Background: an optimization exercise with open tools, aiming at small area, a short achievable clock period and few clock cycles. Do not read the settings as production practice. Only simulation tests tie the RTL to the original design; equivalence was not proved. No activity file was given, so power comes from the tool's default toggle rates.

## sliding_window_event_assigner_core
module sliding_window_event_assigner_core (
	input  logic                              clk,
	input  logic                              arst_n,
	input  logic                              evt_valid,
	output logic                              evt_ready,
	input  logic [swea_pkg::TIME_W-1:0]       evt_stamp,
	input  logic [swea_pkg::REF_W-1:0]        evt_ref,
	input  logic [swea_pkg::TAG_W-1:0]        evt_tag,
	input  logic                              evt_eom,
	output logic                              res_valid,
	input  logic                              res_ready,
	output logic                              res_kind,
	output logic [swea_pkg::TIME_W-1:0]       res_window_id,
	output logic [swea_pkg::RANK_W-1:0]       res_rank,
	output logic [swea_pkg::REF_W-1:0]        res_ref,
	output logic [swea_pkg::TAG_W-1:0]        res_tag,
	output logic [swea_pkg::TIME_W-1:0]       res_span_low,
	output logic [swea_pkg::TIME_W-1:0]       res_span_high,
	output logic                              res_last,
	input  logic                              psel,
	input  logic                              penable,
	input  logic                              pwrite,
	input  logic [swea_pkg::ADDR_W-1:0]       paddr,
	input  logic [swea_pkg::DATA_W-1:0]       pwdata,
	output logic [swea_pkg::DATA_W-1:0]       prdata,
	output logic                              pready
);
	localparam int TW = swea_pkg::TIME_W;
	localparam logic [2:0] S_IDLE  = 3'd0;  
	localparam logic [2:0] S_STEP  = 3'd1;  
	localparam logic [2:0] S_FIN   = 3'd2;  
	localparam logic [2:0] S_DONE  = 3'd3;  
	localparam logic [2:0] S_CBEG  = 3'd4;  
	localparam logic [2:0] S_CLOAD = 3'd5;  
	localparam logic [2:0] S_CCNT  = 3'd6;  
	localparam logic [2:0] S_CMOD  = 3'd7;  
	logic [TW-1:0] slide_q;
	logic [TW-1:0] range_q;
	logic [swea_pkg::RANK_CNT_W-1:0] rank_cnt_q;
	logic [32:0] d3_q;
	logic szero_q;        
	logic d1_q;           
	logic rzero_q;        
	logic r1_q;           
	logic czero_q;        
	logic [4:0] cm1_q;    
	logic [4:0] cm1mod_q; 
	logic [2:0] st_q;
	logic cfg_q;          
	logic [3:0] cnt_q;
	logic [30:0] rem_q;
	logic [30:0] qr_q;    
	logic [7:0] m_q;      
	logic valid_q;
	logic kind_q;
  ...
Settings: LEC_CHECK=0, ABC_CLOCK_PERIOD_IN_PS=4000, CAP_MARGIN=20, CORE_MARGIN=2, CORE_UTILIZATION=40, SETUP_SLACK_MARGIN=5, SLEW_MARGIN=20; clock period 10.0 ns.
run.sh (not shown) runs the stock make flow with config.mk's settings and CLKGATE_MAP_FILE= SYNTH_SCRIPT=/design/flow/synth_recipe.tcl, a recipe that flattens the netlist after the stock synthesis.
The baseline passed the timing, DRC and antenna checks.
Testbench counts at the start, summed over its fixed seeds: cycles 44,147.
Then changed:
Settings changed: ABC_CLOCK_PERIOD_IN_PS 4000 to unset, SETUP_SLACK_MARGIN 5 to unset.
Power falls by a few percent. Die area is unchanged. Worst setup slack gets worse by 1700 ps. Sequential power stays flat. Sequential share of layout area increases by 0.35 points. Critical path depth goes down by 2. Fmax fell by a quarter to a third. Cell area falls slightly. Routed wire length drops slightly. Synthesized cell count stays the same. Hold slack improved by 31 ps.

---

Another version of the RTL of sliding_window_event_assigner_core (not shown whole).
Size: roughly 3200 cells after synthesis, about 29000 um2 of cells after synthesis.
clock: 10.0 ns
lec_check: 0
cap_margin: 20
core_margin: 2
core_utilization: 40
setup_slack_margin: 5
slew_margin: 20
Testbench counts at the start, summed over its fixed seeds: cycles 44,147.
Next try:
==> flow/flow/run.sh (new file) <==
#!/bin/bash
set -euo pipefail
cd "$(dirname "$0")/.."
bash standard.sh SETUP_SLACK_MARGIN=6.5 finish > flow_standard.log 2>&1
==> flow/standard.sh (new file) <==
#!/bin/bash
# synth_recipe.tcl (not shown) runs the flow's synth.tcl, then flattens the netlist and writes it again
# the make line also repeats each setting of config.mk as NAME=value (left out here)
make -C /OpenROAD-flow-scripts/flow DESIGN_CONFIG=/design/flow/config.mk WORK_HOME=/design/flow/orfs CLKGATE_MAP_FILE= SYNTH_SCRIPT=/design/flow/synth_recipe.tcl "${@:-finish}"
SETUP_SLACK_MARGIN = unset   (was 5)
removed: flow/run.sh
- fmax increases by 24%
- utilization increases by 5.4 points
- synthesized cell count is unchanged
- worst hold slack got worse by 5.0 ps
- via count increases by 6.1%
- global-route usage increases by 2.3 points
- first-iteration DRC count increases by 36%
- power increases by 16%
- sequential power barely changes
- synthesized area is unchanged

---

sliding_window_event_assigner_core, a different RTL version from the one above (not shown whole).
Size in the first run: ~490 flip-flops, about 30000 sq um of cells after synthesis.
// sliding_window_event_assigner_core
module sliding_window_event_assigner_core (
	input  logic                              clk,
	input  logic                              arst_n,
	input  logic                              evt_valid,
	output logic                              evt_ready,
	input  logic [swea_pkg::TIME_W-1:0]       evt_stamp,
	input  logic [swea_pkg::REF_W-1:0]        evt_ref,
	input  logic [swea_pkg::TAG_W-1:0]        evt_tag,
	input  logic                              evt_eom,
	output logic                              res_valid,
	input  logic                              res_ready,
	output logic                              res_kind,
	output logic [swea_pkg::TIME_W-1:0]       res_window_id,
	output logic [swea_pkg::RANK_W-1:0]       res_rank,
	output logic [swea_pkg::REF_W-1:0]        res_ref,
	output logic [swea_pkg::TAG_W-1:0]        res_tag,
	output logic [swea_pkg::TIME_W-1:0]       res_span_low,
	output logic [swea_pkg::TIME_W-1:0]       res_span_high,
	output logic                              res_last,
	input  logic                              psel,
	input  logic                              penable,
	input  logic                              pwrite,
	input  logic [swea_pkg::ADDR_W-1:0]       paddr,
	input  logic [swea_pkg::DATA_W-1:0]       pwdata,
	output logic [swea_pkg::DATA_W-1:0]       prdata,
	output logic                              pready
);
	localparam int TW = swea_pkg::TIME_W;
	localparam logic [2:0] S_IDLE  = 3'd0;  
	localparam logic [2:0] S_STEP  = 3'd1;  
	localparam logic [2:0] S_FIN   = 3'd2;  
	localparam logic [2:0] S_DONE  = 3'd3;  
	localparam logic [2:0] S_CBEG  = 3'd4;  
	localparam logic [2:0] S_CLOAD = 3'd5;  
	localparam logic [2:0] S_CCNT  = 3'd6;  
	localparam logic [2:0] S_CMOD  = 3'd7;  
	logic [TW-1:0] slide_q;
	logic [TW-1:0] range_q;
	logic [swea_pkg::RANK_CNT_W-1:0] rank_cnt_q;
	logic [32:0] d3_q;    
	logic d0_q;           
	logic d1_q;           
	logic [2:0] skip_q;   
	logic rzero_q;        
	logic r1_q;           
	logic [8:0] r_q;      
	logic czero_q;        
	logic [4:0] cm1_q;    
	logic [4:0] cm1mod_q; 
	logic [9:0] r3_q;     
	logic [2:0] st_q;
	logic idle_q;         
	logic wr_q;           
  ...
export LEC_CHECK = 0
export CAP_MARGIN = 20
export CORE_MARGIN = 2
export CORE_UTILIZATION = 40
export SLEW_MARGIN = 20
create_clock -name core_clock -period 10.0 [get_ports {clk}]
standard.sh (not shown) runs the stock make flow with config.mk's settings and CLKGATE_MAP_FILE= SYNTH_SCRIPT=/design/flow/synth_recipe.tcl, a recipe that flattens the netlist after the stock synthesis.
==> flow/flow/run.sh <==
#!/bin/bash
set -euo pipefail
cd "$(dirname "$0")/.."
bash standard.sh SETUP_SLACK_MARGIN=7.1 "BUFFER_PORTS_ARGS=-buffer_cell sky130_fd_sc_hd__buf_1" finish > flow_standard.log 2>&1
Testbench counts at the start, summed over its fixed seeds: cycles 41,102.
==> next run, changes <==
==> flow/flow/run.sh (replaced) <==
#!/bin/bash
set -euo pipefail
cd "$(dirname "$0")/.."
bash standard.sh SETUP_SLACK_MARGIN=6.95 "BUFFER_PORTS_ARGS=-buffer_cell sky130_fd_sc_hd__buf_1" finish > flow_standard.log 2>&1
Outcome:
- The new run produced a clean layout
- combinational power falls by about 12%
- maximum frequency hardly moves
- final area falls by about 6%
- clock-buffer cell count rises by 2
- worst hold slack improves by 0.0052 ns
- utilization falls by 3.5 points
- synthesized area stays the same
- cell count falls by 1.5%
- die area is unchanged
- routed wire length falls by about 6%
==> next run, changes <==
==> flow/flow/run.sh (replaced) <==
#!/bin/bash
set -euo pipefail
cd "$(dirname "$0")/.."
bash standard.sh SETUP_SLACK_MARGIN=6.8 "BUFFER_PORTS_ARGS=-buffer_cell sky130_fd_sc_hd__buf_1" finish > flow_standard.log 2>&1
Total power is lower by 3.5%.
Worst setup slack improves by 0.010 ns.
Count of clock-buffer cells in the layout is lower by 10.
Critical path depth stays the same.
Cell count is lower by 1.1%.
Global-route usage is lower by 0.35 points.
Cell area is lower by 4.5%.

==> what the ideal ports hide <==
How much do the figures lean on ideal ports? The routed layouts below were timed once more, with nothing changed but the port constraints.
Step 1: set_driving_cell puts a clkbuf_16 on clk and a buf_2 on each other input, an assumption about the parent block.
Step 2, shift: input delay + t, output delay - t, t = (earliest + latest rising clock arrival at the registers) / 2. This alone moves slack from input paths to output paths.
Three values: ideal ports, drivers, drivers and shift; two values: the first two.
run	shift t [ns]	slack for setup (ns)	pins driven straight from the clock port
the first run of note 1	0.645	4.919 / 4.919 / 4.609	1
the second run of note 1	0.637	3.174 / 3.174 / 3.174	1
the first run of note 2	0.677	5.183 / 5.116 / 4.596	1
the second run of note 2	0.652	6.102 / 6.048 / 5.819	1
the first run of note 3	0.701	6.723 / 6.657 / 6.277	1
the second run of note 3	0.685	6.731 / 6.665 / 6.257	1
the third run of note 3	0.703	6.742 / 6.673 / 6.159	1
After both steps every run listed still meets setup and hold. The setup slack of the first run of note 2, which loses most, moves by -0.067 ns with the drivers and by -0.587 ns with both steps.
